From an optimization exercise on the open Yosys and OpenROAD flow, aimed at a short achievable clock period and few clock cycles; shortcuts taken in it are not production practice.
In this exercise RTL edits were held to simulation tests only and were not proved equivalent to the original.
No activity file was given, so power comes from the tool's default toggle rates.

### flow/config.mk
export PLATFORM = sky130hd
export DESIGN_NAME = pipelineCore
export DESIGN_NICKNAME = pipelineCore
export VERILOG_FILES = /design/flow/design.v
export SDC_FILE = /design/flow/constraint.sdc
export NUM_CORES = 4
export LEC_CHECK = 0
export ABC_CLOCK_PERIOD_IN_PS = 3000
export CAP_MARGIN = 20
export CORE_MARGIN = 2
export CORE_UTILIZATION = 40
export PLACE_DENSITY = 0.6
export SETUP_SLACK_MARGIN = 3.5
export SLEW_MARGIN = 20
### flow/constraint.sdc
create_clock -name core_clock -period 7.0 [get_ports {clk}]
set_input_delay 1.4000 -clock core_clock [delete_from_list [all_inputs] [get_ports {clk}]]
set_output_delay 1.4000 -clock core_clock [all_outputs]
set_load 0.01 [all_outputs]
### flow/design.v
package corePkg;
	localparam logic [5:0] OP_ALU    = 6'b000001;  
	localparam logic [5:0] OP_ALUI   = 6'b000010;  
	localparam logic [5:0] OP_LOAD   = 6'b000011;
	localparam logic [5:0] OP_STORE  = 6'b100011;  
	localparam logic [5:0] OP_BRANCH = 6'b000100;  
	localparam logic [5:0] OP_JUMP   = 6'b000101;
	typedef struct packed {
		logic valid;
		logic predTaken;  
		logic [16-1:0] altPc;  
		logic [32-1:0] instr;
	} ifIdT;
	typedef struct packed {
		logic add;
		logic sub;
		logic sll;
		logic srl;
		logic sra;
		logic orr;
		logic xorr;
		logic andd;
		logic ge;
		logic lt;
		logic eq;
		logic ne;
	} aluSelT;
	typedef struct packed {
		logic regWrite;  
		logic load;
		logic store;
		logic branch;
		logic predTaken;
		logic brNoop;  
		logic brSkip1;  
		logic [16-1:0] altPc;
		logic fwdA;  
		logic fwdB;
		logic [32-1:0] opA;
		logic [32-1:0] opB;  
		logic [16-1:0] imm;
		logic [5-1:0] rd;
		aluSelT sel;
		logic [2:0] width;
	} idExT;
endpackage
`timescale 1ns/1ps
module fetchStage (
	input  logic clk,
	input  logic reset,
	input  logic memStall,
	input  logic redirect,  
	input  logic [16-1:0] target,
	input  logic [32-1:0] imemData,
	output logic [16-1:0] imemAddr,
	output logic imemValid,
	output corePkg::ifIdT ifId
);
	logic [16-1:0] pc;
	logic [32-1:0] fetchWord;  
	logic [16-1:0] pcPlus4;
	logic [16-1:0] brTarget;
	logic isJump;
	logic isBranch;
	logic predTaken;
	assign fetchWord = {imemData[7:0], imemData[15:8], imemData[23:16], imemData[31:24]};
	assign imemAddr = pc;
	assign isJump = fetchWord[31:26] == corePkg::OP_JUMP;
	assign isBranch = fetchWord[31:26] == corePkg::OP_BRANCH;
	assign predTaken = isJump || (isBranch && fetchWord[15]);  
	assign pcPlus4 = pc + 16'(4);
	assign brTarget = pcPlus4 + {{(16-12){fetchWord[15]}}, fetchWord[15:4]};
	always_ff @(posedge clk) begin
		if (reset) begin
			pc <= 16'(512);
			imemValid <= 1'b0;
			ifId.valid <= 1'b0;
		end else begin
			imemValid <= 1'b1;
			if (!memStall) begin
				if (redirect) begin
					pc <= target;
					ifId.valid <= 1'b0;  
				end else begin
					pc <= predTaken ? brTarget : pcPlus4;
					ifId.valid <= 1'b1;
				end
			end
		end
	end
	always_ff @(posedge clk) begin
		if (!memStall) begin
			ifId.instr <= fetchWord;
			ifId.predTaken <= predTaken;
			ifId.altPc <= predTaken ? pcPlus4 : brTarget;
		end
	end
endmodule
`timescale 1ns/1ps
module decodeStage (
	input  logic clk,
	input  logic reset,
	input  logic memStall,
	input  logic kill,  
	input  corePkg::ifIdT ifId,
	input  logic exWrite,  
	input  logic [5-1:0] exRd,
	input  logic wbEn,
	input  logic [5-1:0] wbRd,
	input  logic [32-1:0] wbData,
	output corePkg::idExT idEx
);
	logic [32-1:0] regFile [1:32-1];
	logic [5:0] opcode;
	logic [5-1:0] rdField;
	logic [5-1:0] rs1Field;
	logic [5-1:0] src2;  
	logic [32-1:0] rdata1;
	logic [32-1:0] rdata2;
	logic [32-1:0] imm;
	logic [3:0] fn;
	logic isAlu, isAluI, isLoad, isStore, isBranch;
	logic live;
	corePkg::idExT idExNext;
	assign opcode = ifId.instr[31:26];
	assign rdField = ifId.instr[25:21];
	assign rs1Field = ifId.instr[20:16];
	assign isAlu = opcode == corePkg::OP_ALU;
	assign isAluI = opcode == corePkg::OP_ALUI;
	assign isLoad = opcode == corePkg::OP_LOAD;
	assign isStore = opcode == corePkg::OP_STORE;
	assign isBranch = opcode == corePkg::OP_BRANCH;
	assign src2 = (isStore || isBranch) ? rdField : ifId.instr[15:11];
	assign imm = {{(32-12){ifId.instr[15]}}, ifId.instr[15:4]};
	assign fn = ifId.instr[3:0];
	assign live = ifId.valid && !kill;
	assign rdata1 = (rs1Field == '0) ? '0 :
		(wbEn && wbRd == rs1Field) ? wbData : regFile[rs1Field];
	assign rdata2 = (src2 == '0) ? '0 :
		(wbEn && wbRd == src2) ? wbData : regFile[src2];
	always_comb begin
		idExNext.regWrite = live && (isAlu || isAluI || isLoad) && rdField != '0;
		idExNext.load = live && isLoad;
		idExNext.store = live && isStore;
		idExNext.branch = live && isBranch;
		idExNext.predTaken = ifId.predTaken;
		idExNext.brNoop = ifId.instr[15:4] == 12'd0;
		idExNext.brSkip1 = ifId.instr[15:4] == 12'd4;
		idExNext.altPc = ifId.altPc;
		idExNext.fwdA = exWrite && exRd == rs1Field;
		idExNext.fwdB = exWrite && exRd == src2 && !isAluI;
		idExNext.opA = rdata1;
		idExNext.opB = isAluI ? imm : rdata2;
		idExNext.imm = imm[16-1:0];
		idExNext.rd = rdField;
		idExNext.width = ifId.instr[2:0];
		idExNext.sel = '0;
		if (isLoad || isStore) begin
			idExNext.sel.add = 1'b1;  
		end else begin
			case (fn)
				4'd1: idExNext.sel.sub = 1'b1;
				4'd2: idExNext.sel.sll = 1'b1;
				4'd3: idExNext.sel.srl = 1'b1;
				4'd4: idExNext.sel.sra = 1'b1;
				4'd5: idExNext.sel.orr = 1'b1;
				4'd6: idExNext.sel.ge = 1'b1;
				4'd7: idExNext.sel.xorr = 1'b1;
				4'd8: idExNext.sel.lt = 1'b1;
				4'd9: idExNext.sel.eq = 1'b1;
				4'd13: idExNext.sel.ne = 1'b1;
				4'd15: idExNext.sel.andd = 1'b1;
				default: idExNext.sel.add = 1'b1;
			endcase
		end
	end
	always_ff @(posedge clk) begin
		if (wbEn)
			regFile[wbRd] <= wbData;
	end
	always_ff @(posedge clk) begin
		if (reset) begin
			idEx.regWrite <= 1'b0;
			idEx.load <= 1'b0;
			idEx.store <= 1'b0;
			idEx.branch <= 1'b0;
		end else if (!memStall) begin
			idEx.regWrite <= idExNext.regWrite;
			idEx.load <= idExNext.load;
			idEx.store <= idExNext.store;
			idEx.branch <= idExNext.branch;
		end
	end
	always_ff @(posedge clk) begin
		if (!memStall) begin
			idEx.predTaken <= idExNext.predTaken;
			idEx.brNoop <= idExNext.brNoop;
			idEx.brSkip1 <= idExNext.brSkip1;
			idEx.altPc <= idExNext.altPc;
			idEx.fwdA <= idExNext.fwdA;
			idEx.fwdB <= idExNext.fwdB;
			idEx.opA <= idExNext.opA;
			idEx.opB <= idExNext.opB;
			idEx.imm <= idExNext.imm;
			idEx.rd <= idExNext.rd;
			idEx.width <= idExNext.width;
			idEx.sel <= idExNext.sel;
		end
	end
endmodule
`timescale 1ns/1ps
module executeStage (
	input  logic clk,
	input  logic reset,
	input  logic memStall,
	input  corePkg::idExT idEx,
	input  logic [32-1:0] loadData,  
	input  logic decodeSeq,  
	output logic [16-1:0] memAddr,
	output logic [32-1:0] storeData,
	output logic redirect,  
	output logic [16-1:0] target,
	output logic killDecode,  
	output logic wbEn,
	output logic [5-1:0] wbRd,
	output logic [32-1:0] wbData
);
	logic [32-1:0] a;
	logic [32-1:0] b;
	logic [32:0] diff;  
	logic [32-1:0] sum;
	logic [32-1:0] shl;
	logic [32-1:0] shr;
	logic geq;
	logic equal;
	logic [32-1:0] aluResult;
	logic [32-1:0] result;
	logic taken;
	logic mispredict;
	assign a = idEx.fwdA ? wbData : idEx.opA;
	assign b = idEx.fwdB ? wbData : idEx.opB;
	assign sum = a + b;
	assign diff = {1'b0, a} - {1'b0, b};
	assign geq = !diff[32];
	assign equal = a == b;
	assign shl = a << b[4:0];
	assign shr = idEx.sel.sra ? 32'($signed(a) >>> b[4:0]) : a >> b[4:0];
	assign aluResult =
		({32{idEx.sel.add}} & sum) |
		({32{idEx.sel.sub}} & diff[32-1:0]) |
		({32{idEx.sel.sll}} & shl) |
		({32{idEx.sel.srl || idEx.sel.sra}} & shr) |
		({32{idEx.sel.orr}} & (a | b)) |
		({32{idEx.sel.xorr}} & (a ^ b)) |
		({32{idEx.sel.andd}} & (a & b)) |
		32'((idEx.sel.ge && geq) || (idEx.sel.lt && !geq) ||
			(idEx.sel.eq && equal) || (idEx.sel.ne && !equal));
	assign result = idEx.load ? loadData : aluResult;
	assign memAddr = a[16-1:0] + idEx.imm;
	assign storeData = b;
	assign taken = aluResult[0];
	always_comb begin
		redirect = 1'b0;
		killDecode = 1'b0;
		target = idEx.altPc;
		if (idEx.branch) begin
			if (idEx.predTaken) begin
				if (!taken) begin
					redirect = 1'b1;
					killDecode = 1'b1;
				end
			end else if (taken && !idEx.brNoop) begin
				killDecode = 1'b1;
				redirect = !(idEx.brSkip1 && decodeSeq);
			end
		end
	end
	always_ff @(posedge clk) begin
		if (reset) begin
			wbEn <= 1'b0;
		end else if (!memStall) begin
			wbEn <= idEx.regWrite;
		end
	end
	always_ff @(posedge clk) begin
		if (!memStall) begin
			wbRd <= idEx.rd;
			wbData <= result;
		end
	end
endmodule
`timescale 1ns/1ps
module memoryStage (
	input  logic load,
	input  logic store,
	input  logic [2:0] width,
	input  logic [16-1:0] memAddr,
	input  logic [32-1:0] storeData,
	input  logic [32-1:0] dmemRdata,  
	output logic dmemValid,
	output logic dmemWrite,
	output logic [16-1:0] dmemAddr,
	output logic [32-1:0] dmemWdata,
	output logic [3:0] dmemByteEn,
	output logic [32-1:0] loadData
);
	assign dmemValid = load || store;
	assign dmemWrite = store;
	assign dmemAddr = memAddr;
	assign dmemWdata = storeData;  
	always_comb begin
		case (width)
			3'd1: dmemByteEn = 4'b0011;
			3'd2: dmemByteEn = 4'b0001;
			default: dmemByteEn = 4'b1111;
		endcase
	end
	always_comb begin
		case (width)
			3'd1: loadData = {{(32-16){1'b0}}, dmemRdata[15:0]};
			3'd2: loadData = {{(32-8){1'b0}}, dmemRdata[7:0]};
			default: loadData = dmemRdata;
		endcase
	end
endmodule
`timescale 1ns/1ps
module pipelineCore (
	input  logic clk,
	input  logic reset,
	input  logic memStall,  
	input  logic [32-1:0] imemData,
	input  logic [32-1:0] dmemRdata,
	output logic [16-1:0] imemAddr,
	output logic imemValid,
	output logic dmemValid,
	output logic dmemWrite,  
	output logic [16-1:0] dmemAddr,
	output logic [32-1:0] dmemWdata,
	output logic [3:0] dmemByteEn
);
	corePkg::ifIdT ifId;
	corePkg::idExT idEx;
	logic redirect;
	logic killDecode;
	logic [16-1:0] target;
	logic [16-1:0] memAddr;
	logic [32-1:0] storeData;
	logic [32-1:0] loadData;
	logic wbEn;
	logic [5-1:0] wbRd;
	logic [32-1:0] wbData;
	fetchStage u_fetchStage (
		.clk(clk), .reset(reset), .memStall(memStall),
		.redirect(redirect), .target(target), .imemData(imemData),
		.imemAddr(imemAddr), .imemValid(imemValid), .ifId(ifId)
	);
	decodeStage u_decodeStage (
		.clk(clk), .reset(reset), .memStall(memStall), .kill(killDecode),
		.ifId(ifId), .exWrite(idEx.regWrite), .exRd(idEx.rd),
		.wbEn(wbEn), .wbRd(wbRd), .wbData(wbData), .idEx(idEx)
	);
	executeStage u_executeStage (
		.clk(clk), .reset(reset), .memStall(memStall), .idEx(idEx),
		.loadData(loadData), .decodeSeq(ifId.valid && !ifId.predTaken),
		.memAddr(memAddr), .storeData(storeData),
		.redirect(redirect), .target(target), .killDecode(killDecode),
		.wbEn(wbEn), .wbRd(wbRd), .wbData(wbData)
	);
	memoryStage u_memoryStage (
		.load(idEx.load), .store(idEx.store), .width(idEx.width),
		.memAddr(memAddr), .storeData(storeData), .dmemRdata(dmemRdata),
		.dmemValid(dmemValid), .dmemWrite(dmemWrite), .dmemAddr(dmemAddr),
		.dmemWdata(dmemWdata), .dmemByteEn(dmemByteEn), .loadData(loadData)
	);
endmodule
### flow/run.sh
#!/bin/bash
# synth_recipe.tcl (not shown) runs the flow's synth.tcl, then flattens the netlist and writes it again
# the make line also repeats each setting of config.mk as NAME=value (left out here)
make -C /OpenROAD-flow-scripts/flow DESIGN_CONFIG=/design/flow/config.mk WORK_HOME=/design/flow/orfs CLKGATE_MAP_FILE= SYNTH_SCRIPT=/design/flow/synth_recipe.tcl finish
==> run summary, run 1 <==
run status=complete, no violations; RSZ-0062 raised after global routing=yes; via count=47.85k; register clock-pin slew on the reported worst setup and hold paths=about 60 ps; Filler cells=13.15k; sequential cell area fraction in the yosys report=0.5618; total congestion overflow=0; slowest stage cell, crit path=a2111o_1; average size of a mapped cell=14.34 µm²; setup ws final=1711 ps; last weighted congestion value of the routability-driven placer=between 0.9 and 1; crit-path max FO=4; final routed DRC violation total=0; half-perimeter wire length after placement=148100 µm; floorplan row count=~150; distinct cell type count of the synthesized netlist=92; number of input and output port buffers inserted=~140; Post-Synthesis Cell Area=64700 µm²; setup slack at placement=1165 ps; die height=just over 400 µm; GRT Util Overall=0.2984; starting utilization of the core area=0.4029; met2 WL=115400 µm; Area growth, synth to finish=26.58%; Clk Latency, worst-skew pair=800 ps; ratio of final minimum period to clock period=0.7555; largest stage delay on the critical path=roughly 450 ps; final routed wirelength across all metal layers=250300 µm; routed metal-1 wire length=92150 µm; highest clock rate=189.1 MHz; number of enable flip-flop cells after synthesis=around 1.2k; Hold Violations, Final=0; Core Footprint=160600 µm²; DR WL/cell=about 34 µm; TritonCTS clock tree=done; number of pins with negative max-slew slack in the final report=0; root buffer cell=clkbuf_16; fraction of the mapped netlist area in simple logic gates=0.06382; CP Capture Type=primary output; Final Total Pwr=between 20 and 25 mW; DRT antenna net count=0; nets@finish=~5.2k; highest signal layer in the routed design=met5; initial detailed-routing violation count=7321; Max Buffers Root-to-Sink=3; most common cell after layout, fill and taps aside=edfxtp_1; Post-Synth XOR/XNOR Area=0.01259; areal power density over the cells=between 200 and 300 nW/µm²; met3 wire length=28030 µm; router iterations before antenna repair=6; max_cap viols=0; final number of setup-violating endpoints=0; commonest non-fill, non-tap cells in the layout=1195 x edfxtp_1, 508 x mux4_2, 407 x nand2_1, 299 x buf_4, 223 x nor2_1; final standard cell count with taps included and fillers excluded=7274; number of antenna violations at the first check in global routing=6; I/O pins=138; post-synthesis sequential element count=1218; Startpoint Class=register; Die ar.=165000 µm²; per-cell via count in the routed design=6.578; vias in the first global route=46.46k; setup tns final=0 ps; arrival time of data at the critical path endpoint=3890 ps; Setup Skew=37.78 ps; wire length of the first global-routing pass=349400 µm; Syn. warnings=4; Syn Inst Count=4512; complex-gate fraction of the synthesized area=0.09200; kind of critical path=reg2out; final critical delay including setup and external delays=about 5300 ps; worst relative slew slack=0.1883; kind of path behind the tightest hold check=reg2reg; share of final-layout standard cells stronger than drive strength 1=0.3524; transition time of the tightest slew-check pin=around 1200 ps; share of the core filled with cells=0.5100; Required @ worst endpoint=5600 ps; Synth Area in Adders=0.02599; maximum number of pins on one net before global-route repair=~140; critical path, cell by cell=buf_6, buf_6, mux2i_4, inv_2, ha_4, a21oi_4, o21a_1, o21ai_4, a2111o_1, o311ai_4, o21ai_2, o21a_1, nor2_4, xnor2_2, buf_2; maximum level of the CTS H-tree=4; predominant post-synthesis flop cell=edfxtp_1; leakage power of the design=27.69 nW; Async S/R FF share, synth=0; total clock buffers created by CTS=137; Sinks on Clock Net=1218; Cell Count Post-Placement=6626; syn nets=about 4.7k; width of the die=406.2 µm; main combinational cell family by area after synthesis=multiplexers; mux cell area share after synthesis=0.2163; worst ir drop on vdd=0.2093 mV
-- layer usage --
layer / vias to the layer above / global-route usage
met5: - / 0
met4: 8 / 0.1488
met3: 698 / 0.06861
met2: 3420 / 0.4663
met1: 24570 / 0.3920
li1: 19150 / -
-- cells in the mapped netlist, types with 36 or more instances --
cell type / n / area share
clkbuf_1: 233 / 0.014
edfxtp_1: 1195 / 0.55
a31oi_1: 36 / 0.0035
a22oi_1: 38 / 0.0044
a21oi_1: 227 / 0.018
nor3_1: 44 / 0.0034
nor2_1: 269 / 0.016
mux2i_1: 228 / 0.035
xnor2_1: 65 / 0.0088
ha_1: 128 / 0.025
o22ai_1: 55 / 0.0053
mux4_2: 508 / 0.18
nand3_1: 76 / 0.0059
o21ai_0: 196 / 0.015
buf_1: 77 / 0.0045
o211ai_1: 60 / 0.0070
a211oi_1: 65 / 0.0075
inv_1: 122 / 0.0071
nand2_1: 416 / 0.024
-- report_power, final --
part | total, mW | leakage [nW] | internal [mW] | switching (mW)
Sequential | 8.81 | 11.0 | 8.62 | 0.197
Combinational | 7.51 | 14.6 | 3.07 | 4.44
Clock | 6.96 | 2.07 | 3.90 | 3.06
Total | 23.3 | 27.7 | 15.6 | 7.70
-- sequential cells by signal (all words and copies together) (netlist names) --
name / count
u_executeStage.wbRd: 5
u_executeStage.wbData: 32
u_decodeStage.idEx: 121
u_decodeStage.regFile: 992
u_fetchStage.imemValid: 1
u_fetchStage.ifId: 50
u_executeStage.wbEn: 1
u_fetchStage.pc: 16
-- final cells by class --
class                           count  area [µm²]  share of cell area
Tap cell                         2160        2703             0.03300
Timing Repair Buffer              676        7916             0.09667
Clock inverter                     91       739.5            0.009030
Inverter                          126       578.1            0.007059
Clock buffer                      159        3532             0.04313
Antenna cell                        1       2.502          0.00003056
Sequential cell                  1218       36350              0.4439
Multi-Input combinational cell   2842       30060              0.3671
Timing Repair inverter              1       6.256          0.00007639
-- path summary, 6_finish.rpt --
path,start,end,slack [ps],cells after the start
worst min register to register,u_fetchStage.ifId[38],u_decodeStage.idEx[108],420,0
worst max-delay path,u_decodeStage.idEx[101],dmemAddr[15],1710,15
worst min-delay path,u_fetchStage.ifId[38],u_decodeStage.idEx[108],420,0
worst max register to register,u_decodeStage.idEx[101],u_fetchStage.pc[10],2380,16
-- logic make-up after synthesis --
| kind of cell | Yosys count |
|---|---|
| XOR/XNOR | 93 |
| multiplexers | 758 |
| flip-flops | 1218 |
| buffers and inverters | 457 |
| AND/OR/NAND/NOR | 944 |
| AO/OA/AOI/OAI | 909 |
| other | 1 |
| adder cells (fa/ha/maj) | 132 |
-- through the flow --
stage	cell area (µm²)	hold WS [ps]
after floorplan	65390	400.3
after global placement	69560	400.6
after detailed placement	69610	406.1
after CTS	80200	418.5
after global routing	81890	429.3
final	81890	418.3
-- critical path: cells and delay by family, from the launching register on --
family,cells,cell delay [ps]
XOR/XNOR,1,160
AO/OA/AOI/OAI,7,1320
adder cells (fa/ha/maj),1,240
multiplexers,1,270
buffers and inverters,4,540
AND/OR/NAND/NOR,1,190
flip-flops,1,380
-- what timing repair did --
action | 4_1_cts | 5_1_grt
hold buffers | 0 | 0
gates cloned | 37 | 5
buffers inserted | 278 | 77
pin swaps | 102 | 112
endpoints found under the setup margin | 172 | 204
gates resized for setup | 901 | 222
Testbench counts, summed over its fixed seeds: cycles 84,232.
==> run 2, diff against run 1 <==
--- a/flow/design.v
+++ b/flow/design.v
@@ -38,7 +38,7 @@
 		logic fwdB;
 		logic [32-1:0] opA;
 		logic [32-1:0] opB;  
-		logic [16-1:0] imm;
+		logic [16-1:0] addr;  
 		logic [5-1:0] rd;
 		aluSelT sel;
 		logic [2:0] width;
@@ -49,6 +49,7 @@
 	input  logic clk,
 	input  logic reset,
 	input  logic memStall,
+	input  logic stall,  
 	input  logic redirect,  
 	input  logic [16-1:0] target,
 	input  logic [32-1:0] imemData,
@@ -81,7 +82,7 @@
 				if (redirect) begin
 					pc <= target;
 					ifId.valid <= 1'b0;  
-				end else begin
+				end else if (!stall) begin
 					pc <= predTaken ? brTarget : pcPlus4;
 					ifId.valid <= 1'b1;
 				end
@@ -89,7 +90,7 @@
 		end
 	end
 	always_ff @(posedge clk) begin
-		if (!memStall) begin
+		if (!memStall && !stall) begin  
 			ifId.instr <= fetchWord;
 			ifId.predTaken <= predTaken;
 			ifId.altPc <= predTaken ? pcPlus4 : brTarget;
@@ -108,6 +109,7 @@
 	input  logic wbEn,
 	input  logic [5-1:0] wbRd,
 	input  logic [32-1:0] wbData,
+	output logic stall,  
 	output corePkg::idExT idEx
 );
 	logic [32-1:0] regFile [1:32-1];
@@ -133,7 +135,8 @@
 	assign src2 = (isStore || isBranch) ? rdField : ifId.instr[15:11];
 	assign imm = {{(32-12){ifId.instr[15]}}, ifId.instr[15:4]};
 	assign fn = ifId.instr[3:0];
-	assign live = ifId.valid && !kill;
+	assign stall = ifId.valid && (isLoad || isStore) && exWrite && exRd == rs1Field;
+	assign live = ifId.valid && !kill && !stall;
 	assign rdata1 = (rs1Field == '0) ? '0 :
 		(wbEn && wbRd == rs1Field) ? wbData : regFile[rs1Field];
 	assign rdata2 = (src2 == '0) ? '0 :
@@ -151,7 +154,7 @@
 		idExNext.fwdB = exWrite && exRd == src2 && !isAluI;
 		idExNext.opA = rdata1;
 		idExNext.opB = isAluI ? imm : rdata2;
-		idExNext.imm = imm[16-1:0];
+		idExNext.addr = rdata1[16-1:0] + imm[16-1:0];
 		idExNext.rd = rdField;
 		idExNext.width = ifId.instr[2:0];
 		idExNext.sel = '0;
@@ -201,7 +204,7 @@
 			idEx.fwdB <= idExNext.fwdB;
 			idEx.opA <= idExNext.opA;
 			idEx.opB <= idExNext.opB;
-			idEx.imm <= idExNext.imm;
+			idEx.addr <= idExNext.addr;
 			idEx.rd <= idExNext.rd;
 			idEx.width <= idExNext.width;
 			idEx.sel <= idExNext.sel;
@@ -223,8 +226,9 @@
 	output logic killDecode,  
 	output logic wbEn,
 	output logic [5-1:0] wbRd,
-	output logic [32-1:0] wbData
+	output logic [32-1:0] wbData  
 );
+	logic [32-1:0] fwdData;  
 	logic [32-1:0] a;
 	logic [32-1:0] b;
 	logic [32:0] diff;  
@@ -237,8 +241,8 @@
 	logic [32-1:0] result;
 	logic taken;
 	logic mispredict;
-	assign a = idEx.fwdA ? wbData : idEx.opA;
-	assign b = idEx.fwdB ? wbData : idEx.opB;
+	assign a = idEx.fwdA ? fwdData : idEx.opA;
+	assign b = idEx.fwdB ? fwdData : idEx.opB;
 	assign sum = a + b;
 	assign diff = {1'b0, a} - {1'b0, b};
 	assign geq = !diff[32];
@@ -256,7 +260,7 @@
 		32'((idEx.sel.ge && geq) || (idEx.sel.lt && !geq) ||
 			(idEx.sel.eq && equal) || (idEx.sel.ne && !equal));
 	assign result = idEx.load ? loadData : aluResult;
-	assign memAddr = a[16-1:0] + idEx.imm;
+	assign memAddr = idEx.addr;
 	assign storeData = b;
 	assign taken = aluResult[0];
 	always_comb begin
@@ -285,9 +289,13 @@
 	always_ff @(posedge clk) begin
 		if (!memStall) begin
 			wbRd <= idEx.rd;
-			wbData <= result;
+			fwdData <= result;
 		end
 	end
+	always_ff @(posedge clk) begin
+		if (!memStall && idEx.regWrite)
+			wbData <= result;
+	end
 endmodule
 `timescale 1ns/1ps
 module memoryStage (
@@ -342,6 +350,7 @@
 	corePkg::idExT idEx;
 	logic redirect;
 	logic killDecode;
+	logic stall;
 	logic [16-1:0] target;
 	logic [16-1:0] memAddr;
 	logic [32-1:0] storeData;
@@ -350,18 +359,18 @@
 	logic [5-1:0] wbRd;
 	logic [32-1:0] wbData;
 	fetchStage u_fetchStage (
-		.clk(clk), .reset(reset), .memStall(memStall),
+		.clk(clk), .reset(reset), .memStall(memStall), .stall(stall),
 		.redirect(redirect), .target(target), .imemData(imemData),
 		.imemAddr(imemAddr), .imemValid(imemValid), .ifId(ifId)
 	);
 	decodeStage u_decodeStage (
 		.clk(clk), .reset(reset), .memStall(memStall), .kill(killDecode),
 		.ifId(ifId), .exWrite(idEx.regWrite), .exRd(idEx.rd),
-		.wbEn(wbEn), .wbRd(wbRd), .wbData(wbData), .idEx(idEx)
+		.wbEn(wbEn), .wbRd(wbRd), .wbData(wbData), .stall(stall), .idEx(idEx)
 	);
 	executeStage u_executeStage (
 		.clk(clk), .reset(reset), .memStall(memStall), .idEx(idEx),
-		.loadData(loadData), .decodeSeq(ifId.valid && !ifId.predTaken),
+		.loadData(loadData), .decodeSeq(ifId.valid && !ifId.predTaken && !stall),
 		.memAddr(memAddr), .storeData(storeData),
 		.redirect(redirect), .target(target), .killDecode(killDecode),
 		.wbEn(wbEn), .wbRd(wbRd), .wbData(wbData)
==> run 2 against run 1 <==
  * Hold slack barely moved
  * Clock power rose by 2%
  * Total power rose by 0.16%
  * Utilization rose by 0.55 points
  * Non-clock buffer count rose by 36
  * Global-route usage fell by 0.054 points
  * Sequential cell count rose by 41
  * Still clean
  * Sequential power fell by 1%
  * Cell count rose by 1.9%
  * Via count rose by 2.3%
  * Combinational power barely moved
==> run summary, run 2 <==
distinct cell type count of the synthesized netlist=89 (-3.3%); die height=411.7 µm (+1.4%); register clock-pin slew on the reported worst setup and hold paths=60 ps (about the same); Core Footprint=165000 µm² (+2.8%); floorplan row count=149 (+1.4%); share of the core filled with cells=0.5155 (+0.005480); transition time of the tightest slew-check pin=1188 ps (-29.24 ps); final critical delay including setup and external delays=4340 ps (-948.5 ps); worst relative slew slack=0.2078 (+0.01949); run status=complete, no violations; most common cell after layout, fill and taps aside=edfxtp_1; crit-path max FO=5 (+1); nets@finish=5321 (+2.3%); GRT Util Overall=0.2979 (-0.0005440); ratio of final minimum period to clock period=0.6201 (-0.1355); router iterations before antenna repair=6 (unchanged); largest registers=u_decodeStage.regFile (992), u_decodeStage.idEx (125), u_fetchStage.ifId (50); sequential cell area fraction in the yosys report=0.5645 (+0.002732); switching share of total power=0.3235 (-0.007039); post-synthesis sequential element count=1259 (+3.4%); number of antenna violations at the first check in global routing=4 (-2); commonest cells in the synthesized netlist=1231 x edfxtp_1, 512 x mux4_2, 471 x nand2_1; root buffer cell=clkbuf_16; net switching power figure=7.546 mW (-2.0%); internal power=15.78 mW (+1.2%); Async S/R FF share, synth=0 (unchanged); library cell with the highest instance count after synthesis=edfxtp_1; DRT antenna net count=0 (unchanged); Clk Latency, worst-skew pair=810 ps (about the same); flip-flop count of the largest register, all copies and words added=992 (unchanged); areal power density over the cells=274.2 nW/µm² (-3.6%); library cell with the largest summed area after synthesis=edfxtp_1; met2 Resource Use GR=0.4721 (+0.005753); TritonCTS clock tree=done; number of pins with negative max-slew slack in the final report=0 (unchanged); width of the die=411.7 µm (+1.4%); busiest metal layer after global routing=met2; Sinks on Clock Net=1259 (+3.4%); Seq pwr share=0.373 (-0.005); commonest non-fill, non-tap cells in the layout=1231 x edfxtp_1, 512 x mux4_2, 445 x nand2_1, 296 x buf_4, 234 x nor2_1; Setup Skew=34.52 ps (-3.260 ps); total congestion overflow=0 (unchanged); highest clock rate=230.4 MHz (+22%); Die ar.=169500 µm² (+2.7%); met3 Usage GRT=0.06576 (-0.002855); CP Capture Type=register; vias in the first global route=46.62k (+0.34%); Cell Count Post-Placement=6730 (+1.6%); Post-Synthesis Cell Area=66480 µm² (+2.8%); final standard cell count with taps included and fillers excluded=7413 (+1.9%); kind of path behind the tightest hold check=reg2reg; post-route worst hold slack=418.6 ps (+0.3630 ps); clock share of power=0.306 (+0.007); Required @ worst endpoint=7700 ps (+2100 ps); register-to-register setup slack=2660 ps (+280 ps); predominant post-synthesis flop cell=edfxtp_1; average size of a mapped cell=14.40 µm² (+0.39%); wire length of the first global-routing pass=356800 µm (+2.1%); I/O pins=138 (unchanged); via count=48.95k (+2.3%); total clock buffers created by CTS=136 (-0.73%); global-route track usage on met1=0.3829 (-0.009043); slowest stage cell, crit path=edfxtp_1; number of enable flip-flop cells after synthesis=1231 (+3.0%); share of final-layout standard cells stronger than drive strength 1=0.3678 (+0.01538); DR WL/cell=35.28 µm (+2.6%); Final Total Pwr=23.33 mW (+0.16%); initial detailed-routing violation count=6788 (-7.3%); last weighted congestion value of the routability-driven placer=1.023 (+6.3%); starting utilization of the core area=0.4029 (about the same); per-cell via count in the routed design=6.603 (+0.37%); syn nets=4817 (+2.3%); maximum number of pins on one net before global-route repair=101 (-26%); final routed wirelength across all metal layers=261600 µm (+4.5%); Area growth, synth to finish=27.94%; number of input and output port buffers inserted=136 (unchanged); Gate power share=0.321 (-0.002); Startpoint Class=register; half-perimeter wire length after placement=149100 µm (+0.70%); dominant cell type by count on the critical path=buf_4; max_cap viols=0 (unchanged); largest stage delay on the critical path=410 ps (-40 ps); setup tns final=0 ps (unchanged); final routed DRC violation total=0 (unchanged); Syn. warnings=4 (unchanged); kind of critical path=reg2reg; final number of setup-violating endpoints=0 (unchanged); RSZ-0062 raised after global routing=yes; Hold Violations, Final=0 (unchanged); worst ir drop on vdd=0.2878 mV (+37%); Max Buffers Root-to-Sink=3 (unchanged); maximum level of the CTS H-tree=4 (unchanged); leading cell types by total area after synthesis=edfxtp_1 56%, mux4_2 17%, mux2i_1 3.6%, nand2_1 2.7%, ha_1 2.4%; Syn Inst Count=4618 (+2.3%); Most flops, register=u_decodeStage.regFile; leakage power of the design=28.82 nW (+4.1%); critical path, cell by cell=buf_12, buf_8, buf_6, mux2i_1, buf_4, clkinvlp_4, buf_4, buf_4, buf_4, mux2i_1, o2bb2ai_1, a211oi_1, a211o_1, and4b_2, and2_4, mux2i_4, buf_12, o21ai_2, a2111oi_4; arrival time of data at the critical path endpoint=5040 ps (+1150 ps); top cell type's share of synthesized area=0.5561 (+0.001417)
## run 2: stage by stage
stage	area (µm²)	setup slack (ps)
after floorplan	67260	2960
after global placement	70830	1321
after detailed placement	70890	1189
after CTS	81470	2712
after global routing	85040	2579
final	85050	2660
## run 2: worst paths after layout
check | endpoint | cells past startpoint | start
worst max-delay path | u_fetchStage.pc[1] | 19 | u_decodeStage.idEx[101]
worst min-delay path | u_decodeStage.idEx[104] | 0 | u_fetchStage.ifId[34]
worst max register to register | u_fetchStage.pc[1] | 19 | u_decodeStage.idEx[101]
worst min register to register | u_decodeStage.idEx[104] | 0 | u_fetchStage.ifId[34]
## run 2: routing by layer
layer	part of all wire	vias up
met3	0.11	784
li1	-	19530
met1	0.36	25200
met4	0.062	2
met5	0.000054	-
met2	0.47	3434
## run 2: critical path: cells and delay by family, from the launching register on
kind	cells	cell delay [ps]
flops	1	410
simple gates	2	590
mux	3	800
compound gates	5	1070
buf+inv	9	1360
## run 2: kinds of logic after synthesis
| family | synth area share |
|---|---|
| buf+inv | 0.02970 |
| compound gates | 0.08413 |
| mux | 0.2144 |
| xor+xnor | 0.01120 |
| other cells | 0.00005641 |
| fa+ha+maj | 0.02530 |
| simple gates | 0.07068 |
| flops | 0.5645 |
## run 2: layout make-up
cell class,count,area (µm²)
inverters,127,599.3
diodes,4,10.01
clock inverters,68,767.0
clock buffers,168,3555
flip-flops and latches,1259,37550
well taps,2189,2739
multi-input cells,2886,31010
repair buffers,712,8828
fillers,13390,79940
## run 2: repair_timing
item,CTS,global route
buffers inserted,226,133
gates cloned,47,15
pin swaps,128,176
hold buffers,0,0
resized for setup,801,364
endpoints found under the setup margin,203,170
## run 2: power groups by stage
| stage | combinational, mW | clock [mW] | sequential, mW |
|---|---|---|---|
| after CTS | 6.54 | 7.21 | 8.69 |
| after global placement | 5.13 | 0 | 8.83 |
| after floorplan | 3.42 | 0 | 8.68 |
| after global routing | 7.73 | 7.49 | 8.71 |
| final | 7.50 | 7.13 | 8.70 |
| after detailed placement | 5.07 | 0 | 8.82 |
Testbench counts of run 2, summed over its fixed seeds: cycles 84,478.
==> run 3, diff against run 2 <==
--- a/flow/design.v
+++ b/flow/design.v
@@ -9,6 +9,7 @@
 		logic valid;
 		logic predTaken;  
 		logic [16-1:0] altPc;  
+		logic [8-1:0] bhtIdx;
 		logic [32-1:0] instr;
 	} ifIdT;
 	typedef struct packed {
@@ -34,6 +35,7 @@
 		logic brNoop;  
 		logic brSkip1;  
 		logic [16-1:0] altPc;
+		logic [8-1:0] bhtIdx;
 		logic fwdA;  
 		logic fwdB;
 		logic [32-1:0] opA;
@@ -53,6 +55,9 @@
 	input  logic redirect,  
 	input  logic [16-1:0] target,
 	input  logic [32-1:0] imemData,
+	input  logic bhtWrite,  
+	input  logic [8-1:0] bhtWIdx,
+	input  logic bhtWTaken,
 	output logic [16-1:0] imemAddr,
 	output logic imemValid,
 	output corePkg::ifIdT ifId
@@ -64,11 +69,17 @@
 	logic isJump;
 	logic isBranch;
 	logic predTaken;
+	logic [(1<<8)-1:0] bhtValid;
+	logic [(1<<8)-1:0] bhtTaken;
+	logic [8-1:0] bhtIdx;
+	logic lastTaken;
 	assign fetchWord = {imemData[7:0], imemData[15:8], imemData[23:16], imemData[31:24]};
 	assign imemAddr = pc;
 	assign isJump = fetchWord[31:26] == corePkg::OP_JUMP;
 	assign isBranch = fetchWord[31:26] == corePkg::OP_BRANCH;
-	assign predTaken = isJump || (isBranch && fetchWord[15]);  
+	assign bhtIdx = pc[8+1:2];
+	assign lastTaken = bhtValid[bhtIdx] ? bhtTaken[bhtIdx] : fetchWord[15];
+	assign predTaken = isJump || (isBranch && lastTaken);
 	assign pcPlus4 = pc + 16'(4);
 	assign brTarget = pcPlus4 + {{(16-12){fetchWord[15]}}, fetchWord[15:4]};
 	always_ff @(posedge clk) begin
@@ -94,8 +105,19 @@
 			ifId.instr <= fetchWord;
 			ifId.predTaken <= predTaken;
 			ifId.altPc <= predTaken ? pcPlus4 : brTarget;
+			ifId.bhtIdx <= bhtIdx;
 		end
 	end
+	always_ff @(posedge clk) begin
+		if (reset)
+			bhtValid <= '0;
+		else if (bhtWrite)
+			bhtValid[bhtWIdx] <= 1'b1;
+	end
+	always_ff @(posedge clk) begin
+		if (bhtWrite)
+			bhtTaken[bhtWIdx] <= bhtWTaken;
+	end
 endmodule
 `timescale 1ns/1ps
 module decodeStage (
@@ -150,6 +172,7 @@
 		idExNext.brNoop = ifId.instr[15:4] == 12'd0;
 		idExNext.brSkip1 = ifId.instr[15:4] == 12'd4;
 		idExNext.altPc = ifId.altPc;
+		idExNext.bhtIdx = ifId.bhtIdx;
 		idExNext.fwdA = exWrite && exRd == rs1Field;
 		idExNext.fwdB = exWrite && exRd == src2 && !isAluI;
 		idExNext.opA = rdata1;
@@ -200,6 +223,7 @@
 			idEx.brNoop <= idExNext.brNoop;
 			idEx.brSkip1 <= idExNext.brSkip1;
 			idEx.altPc <= idExNext.altPc;
+			idEx.bhtIdx <= idExNext.bhtIdx;
 			idEx.fwdA <= idExNext.fwdA;
 			idEx.fwdB <= idExNext.fwdB;
 			idEx.opA <= idExNext.opA;
@@ -226,7 +250,10 @@
 	output logic killDecode,  
 	output logic wbEn,
 	output logic [5-1:0] wbRd,
-	output logic [32-1:0] wbData  
+	output logic [32-1:0] wbData,  
+	output logic bhtWrite,  
+	output logic [8-1:0] bhtWIdx,
+	output logic bhtWTaken
 );
 	logic [32-1:0] fwdData;  
 	logic [32-1:0] a;
@@ -267,20 +294,24 @@
 		redirect = 1'b0;
 		killDecode = 1'b0;
 		target = idEx.altPc;
-		if (idEx.branch) begin
-			if (idEx.predTaken) begin
-				if (!taken) begin
-					redirect = 1'b1;
-					killDecode = 1'b1;
-				end
-			end else if (taken && !idEx.brNoop) begin
-				killDecode = 1'b1;
-				redirect = !(idEx.brSkip1 && decodeSeq);
-			end
+		if (idEx.branch && taken != idEx.predTaken && !idEx.brNoop) begin
+			killDecode = 1'b1;
+			redirect = !(taken && idEx.brSkip1 && decodeSeq);
 		end
 	end
 	always_ff @(posedge clk) begin
 		if (reset) begin
+			bhtWrite <= 1'b0;
+		end else begin
+			bhtWrite <= idEx.branch && !memStall;
+		end
+	end
+	always_ff @(posedge clk) begin
+		bhtWIdx <= idEx.bhtIdx;
+		bhtWTaken <= taken;
+	end
+	always_ff @(posedge clk) begin
+		if (reset) begin
 			wbEn <= 1'b0;
 		end else if (!memStall) begin
 			wbEn <= idEx.regWrite;
@@ -351,6 +382,9 @@
 	logic redirect;
 	logic killDecode;
 	logic stall;
+	logic bhtWrite;
+	logic [8-1:0] bhtWIdx;
+	logic bhtWTaken;
 	logic [16-1:0] target;
 	logic [16-1:0] memAddr;
 	logic [32-1:0] storeData;
@@ -361,6 +395,7 @@
 	fetchStage u_fetchStage (
 		.clk(clk), .reset(reset), .memStall(memStall), .stall(stall),
 		.redirect(redirect), .target(target), .imemData(imemData),
+		.bhtWrite(bhtWrite), .bhtWIdx(bhtWIdx), .bhtWTaken(bhtWTaken),
 		.imemAddr(imemAddr), .imemValid(imemValid), .ifId(ifId)
 	);
 	decodeStage u_decodeStage (
@@ -373,7 +408,8 @@
 		.loadData(loadData), .decodeSeq(ifId.valid && !ifId.predTaken && !stall),
 		.memAddr(memAddr), .storeData(storeData),
 		.redirect(redirect), .target(target), .killDecode(killDecode),
-		.wbEn(wbEn), .wbRd(wbRd), .wbData(wbData)
+		.wbEn(wbEn), .wbRd(wbRd), .wbData(wbData),
+		.bhtWrite(bhtWrite), .bhtWIdx(bhtWIdx), .bhtWTaken(bhtWTaken)
 	);
 	memoryStage u_memoryStage (
 		.load(idEx.load), .store(idEx.store), .width(idEx.width),
==> run 3 against run 2 <==
  * Still clean on timing, DRC and antenna
  * Fmax is 1.6% higher
  * Wire length is 45% higher
  * Clock skew is 35 ps higher
  * Die area is 38% higher
  * Sequential cell count is 538 higher
  * Final area is 39% higher
  * Sequential share of layout area is 1.1 points lower
  * Register-to-register slack better by 70 ps
  * Clock power is 44% higher
  * Cell count is 61% higher
  * Synthesized cell count is 76% higher
  * Critical path type unchanged
  * Critical endpoint is now u_fetchStage.pc[0]
  * Highest routed layer unchanged
==> run summary, run 3 <==
Async S/R FF share, synth=0 (unchanged); die height=484.0 µm (+18%); largest registers=u_decodeStage.regFile (992), u_fetchStage.bhtTaken (256), u_fetchStage.bhtValid (256); Hold Violations, Final=0 (unchanged); Post-Synth XOR/XNOR Area=0.008933 (-0.002266); DR WL/cell=31.87 µm (-9.7%); leakage power of the design=40.93 nW (+42%); highest clock rate=234.2 MHz (+1.6%); clock share of power=0.353 (+0.047); kind of path behind the tightest hold check=reg2reg; kind of critical path=reg2reg; critical register-to-register path startpoint=u_decodeStage.idEx[100]; floorplan row count=176 (+18%); run status=complete, no violations; Synth Area in Adders=0.01879 (-0.006508); number of input and output port buffers inserted=136 (unchanged); internal power=20.43 mW (+29%); via count=76.82k (+57%); share of final-layout standard cells stronger than drive strength 1=0.2850 (-0.08284); Most flops, register=u_decodeStage.regFile; setup slack at placement=1251 ps (+61.64 ps); Syn. warnings=4 (unchanged); worst ir drop on vdd=0.2828 mV (-1.7%); total congestion overflow=0 (unchanged); cells on worst reg2reg path=16 (-3); predominant post-synthesis flop cell=edfxtp_1; max_cap viols=0 (unchanged); top cell type's share of synthesized area=0.4897 (-0.06637); share of the core filled with cells=0.5168 (+0.001292); worst relative slew slack=0.1716 (-0.03625); most common cell after layout, fill and taps aside=edfxtp_1; commonest cells in the synthesized netlist=1503 x edfxtp_1, 1277 x nand2_1, 677 x nor2_1; starting utilization of the core area=0.4017 (-0.001253); switching share of total power=0.2989 (-0.02459); final routed wirelength across all metal layers=379900 µm (+45%); library cell with the highest instance count after synthesis=edfxtp_1; crit-path max FO=7 (+2); arrival time of data at the critical path endpoint=5000 ps (-40 ps); Cells on Worst Hold Path=0 (unchanged); sequential cell area fraction in the yosys report=0.5536 (-0.01094); leading cell types by total area after synthesis=edfxtp_1 49%, mux4_2 9.8%, dfxtp_1 6.4%, nand2_1 5.2%, nand3_1 3.0%; Max Buffers Root-to-Sink=3 (unchanged); main combinational cell family by area after synthesis=multiplexers; number of buffers added to fix hold violations after cts=0 (unchanged); number of pins with negative max-slew slack in the final report=0 (unchanged); number of enable flip-flop cells after synthesis=1503 (+22%); per-cell via count in the routed design=6.446 (-2.4%); DRT antenna net count=0 (unchanged); critical path, cell by cell=buf_6, buf_12, buf_16, buf_12, mux2i_4, ha_2, nor4_4, nor3b_4, and2_4, a21bo_4, and3_4, or4_4, nor2b_4, buf_6, mux2_4, o221a_4; Filler cells=19.18k (+43%); Startpoint Class=register; root buffer cell=clkbuf_16; maximum level of the CTS H-tree=4 (unchanged); Setup Skew=69.07 ps (+34.55 ps); flip-flop count of the largest register, all copies and words added=992 (unchanged); ratio of final minimum period to clock period=0.6100 (-0.01001); last weighted congestion value of the routability-driven placer=0.9476 (-7.3%); post-route worst hold slack=337.9 ps (-80.73 ps); library cell with the largest summed area after synthesis=edfxtp_1; vias in the first global route=70.72k (+52%); Clk Latency, worst-skew pair=870 ps (+60 ps); width of the die=484.0 µm (+18%); maximum number of pins on one net before global-route repair=187 (+85%); slowest stage cell, crit path=or4_4; Syn Inst Count=8137 (+76%); largest stage delay on the critical path=520 ps (+110 ps); register-to-register setup slack=2730 ps (+70 ps); setup tns final=0 ps (unchanged); CP Capture Type=register; final number of setup-violating endpoints=0 (unchanged); areal power density over the cells=245.7 nW/µm² (-10%); Sinks on Clock Net=1797 (+43%); commonest non-fill, non-tap cells in the layout=1503 x edfxtp_1, 1253 x nand2_1, 594 x nor2_1, 542 x nand3_1, 481 x buf_4; Die ar.=234300 µm² (+38%); kind of cell with the highest combined delay on the critical path=simple AND/OR/NAND/NOR gates; distinct cell type count of the synthesized netlist=86 (-3.4%); final critical delay including setup and external delays=4270 ps (-70.05 ps); mux cell area share after synthesis=0.1399 (-0.07455); Post-Synthesis Cell Area=92160 µm² (+39%); Required @ worst endpoint=7730 ps (+30 ps); final routed DRC violation total=0 (unchanged); Gate power share=0.237 (-0.084); register clock-pin slew on the reported worst setup and hold paths=70 ps (about the same); syn nets=8340 (+73%); total clock buffers created by CTS=186 (+37%); router iterations before antenna repair=8 (+2); post-synthesis sequential element count=1797 (+43%); Hold Crit Endpoint=u_executeStage.bhtWIdx[1]; R2R Path End=u_fetchStage.pc[0]; average size of a mapped cell=11.33 µm² (-21%); complex-gate fraction of the synthesized area=0.1125 (+0.02836); RSZ-0062 raised after global routing=yes; Area growth, synth to finish=28.66%; TritonCTS clock tree=done; half-perimeter wire length after placement=207500 µm (+39%); Buf/Inv on CP=5 (-4); fraction of the mapped netlist area in simple logic gates=0.1323 (+0.06158); I/O pins=138 (unchanged); Seq pwr share=0.409 (+0.036); wire length of the first global-routing pass=514400 µm (+44%); nets@finish=8934 (+68%); HP Start=u_decodeStage.idEx[103]; setup ws final=2730 ps (+70.05 ps); number of antenna violations at the first check in global routing=18 (+14); GRT Util Overall=0.3003 (+0.002404); initial detailed-routing violation count=12.16k (+79%); net switching power figure=8.711 mW (+15%); Core Footprint=229500 µm² (+39%); transition time of the tightest slew-check pin=1243 ps (+54.38 ps); Final Total Pwr=29.14 mW (+25%)
-- run 3: changes by cell type after synthesis, sizes merged, moves of 112 or more --
cell and delta:
a21oi +325, o21ai +391, clkbuf +280, dfxtp +266, mux4 -112, nor2 +396, nand2 +806, edfxtp +272
nand3 +443
-- run 3: worst max-delay path by stage --
| stage | from | to | slack (ps) | cells past startpoint |
|---|---|---|---|---|
| after global routing | register | u_decodeStage.idEx[34] | 2600 | 22 |
| final | u_decodeStage.idEx[100] | u_fetchStage.pc[0] | 2730 | 16 |
| after detailed placement | u_decodeStage.idEx[101] | u_fetchStage.pc[3] | 1250 | 12 |
| after global placement | u_decodeStage.idEx[101] | u_fetchStage.pc[2] | 1120 | 12 |
| after floorplan | memStall | u_fetchStage.ifId[0] | 1450 | 4 |
| after CTS | u_decodeStage.idEx[101] | u_executeStage.fwdData[24] | 2820 | 18 |
-- run 3: kinds of logic after synthesis --
family	after synthesis
other cells	1
compound gates	1709
fa+ha+maj	136
mux	771
xor+xnor	94
buf+inv	791
flops	1797
simple gates	2838
-- run 3: timing repair --
| action | in CTS | in global routing |
|---|---|---|
| gates cloned | 70 | 38 |
| pin swaps | 174 | 246 |
| setup buffers | 339 | 270 |
| endpoints found under the setup margin | 480 | 417 |
| resized for setup | 1079 | 538 |
-- run 3: power by group through the flow --
stage                     combinational (mW)  sequential [mW]  clock, mW
final                                   6.91             11.9       10.3
after global routing                    7.14             11.9       10.8
after CTS                               5.92             11.9       10.3
after detailed placement                4.52             12.1          0
after global placement                  4.54             12.1          0
after floorplan                         3.00             12.0          0
-- run 3: layer usage --
layer | wire length (µm) | global-route usage
met5 | 54 | 0
met4 | 23090 | 0.1487
met3 | 48320 | 0.07055
met2 | 166800 | 0.4498
met1 | 141600 | 0.4092
-- run 3: area by class of cell --
type / count / area [µm²] / area share
diodes: 7 / 17.52 / 0.0001477
clock buffers: 232 / 4918 / 0.04148
clock inverters: 110 / 1343 / 0.01132
inverters: 146 / 659.4 / 0.005561
multi-input cells: 5563 / 43780 / 0.3692
flip-flops and latches: 1797 / 51070 / 0.4307
well taps: 3026 / 3786 / 0.03193
repair buffers: 1036 / 13000 / 0.1096
repair inverters: 1 / 8.758 / 0.00007386
-- run 3: worst register-to-register path, delay by kind of cell (launching register included) --
family	cells	cell delay (ps)
compound gates	2	490
buf+inv	5	720
simple gates	6	1620
mux	2	530
fa+ha+maj	1	370
flops	1	430
-- run 3: stage by stage --
step / instance area [µm²] / cells
final: 118600 / 11920
after global routing: 118600 / 11920
after CTS: 112800 / 11590
after detailed placement: 97350 / 10840
after global placement: 97280 / 10840
after floorplan: 93040 / 8137
Testbench counts of run 3, summed over its fixed seeds: cycles 81,944.

## what the ideal ports hide
The flow's constraints put no driver on any port. The routed layouts listed below were extracted and timed again, unchanged, in two steps.
Step 1 (the two cells are an assumption about what drives the block):
set clk [get_ports {clk}]
set_driving_cell -lib_cell sky130_fd_sc_hd__clkbuf_16 $clk
set_driving_cell -lib_cell sky130_fd_sc_hd__buf_2 [delete_from_list [all_inputs] $clk]
Step 2 moves the port delays by t, midway between the first and last clock arrival at a register: inputs arrive t later, outputs are due t later. That takes back most of the time a late clock gives input paths.
Slacks: no drivers / after step 1 / after step 2; pairs: no drivers / after step 1.
run | t, ns | setup WS [ns] | hold slack, ns | worst setup path after step 2
run 1 | 0.871 | 1.711 / 1.622 / 2.384 | 0.418 / 0.418 / 0.418 | register to register
run 2 | 0.886 | 2.660 / 2.660 / 2.565 | 0.419 / 0.419 / 0.419 | input to register
run 3 | 0.945 | 2.730 / 2.730 / 2.262 | 0.338 / 0.338 / 0.338 | input to register
After both steps setup and hold are still met in every run listed. The setup slack of run 3, which loses most, moves by 0.000 ns with the drivers and by -0.468 ns with both steps.
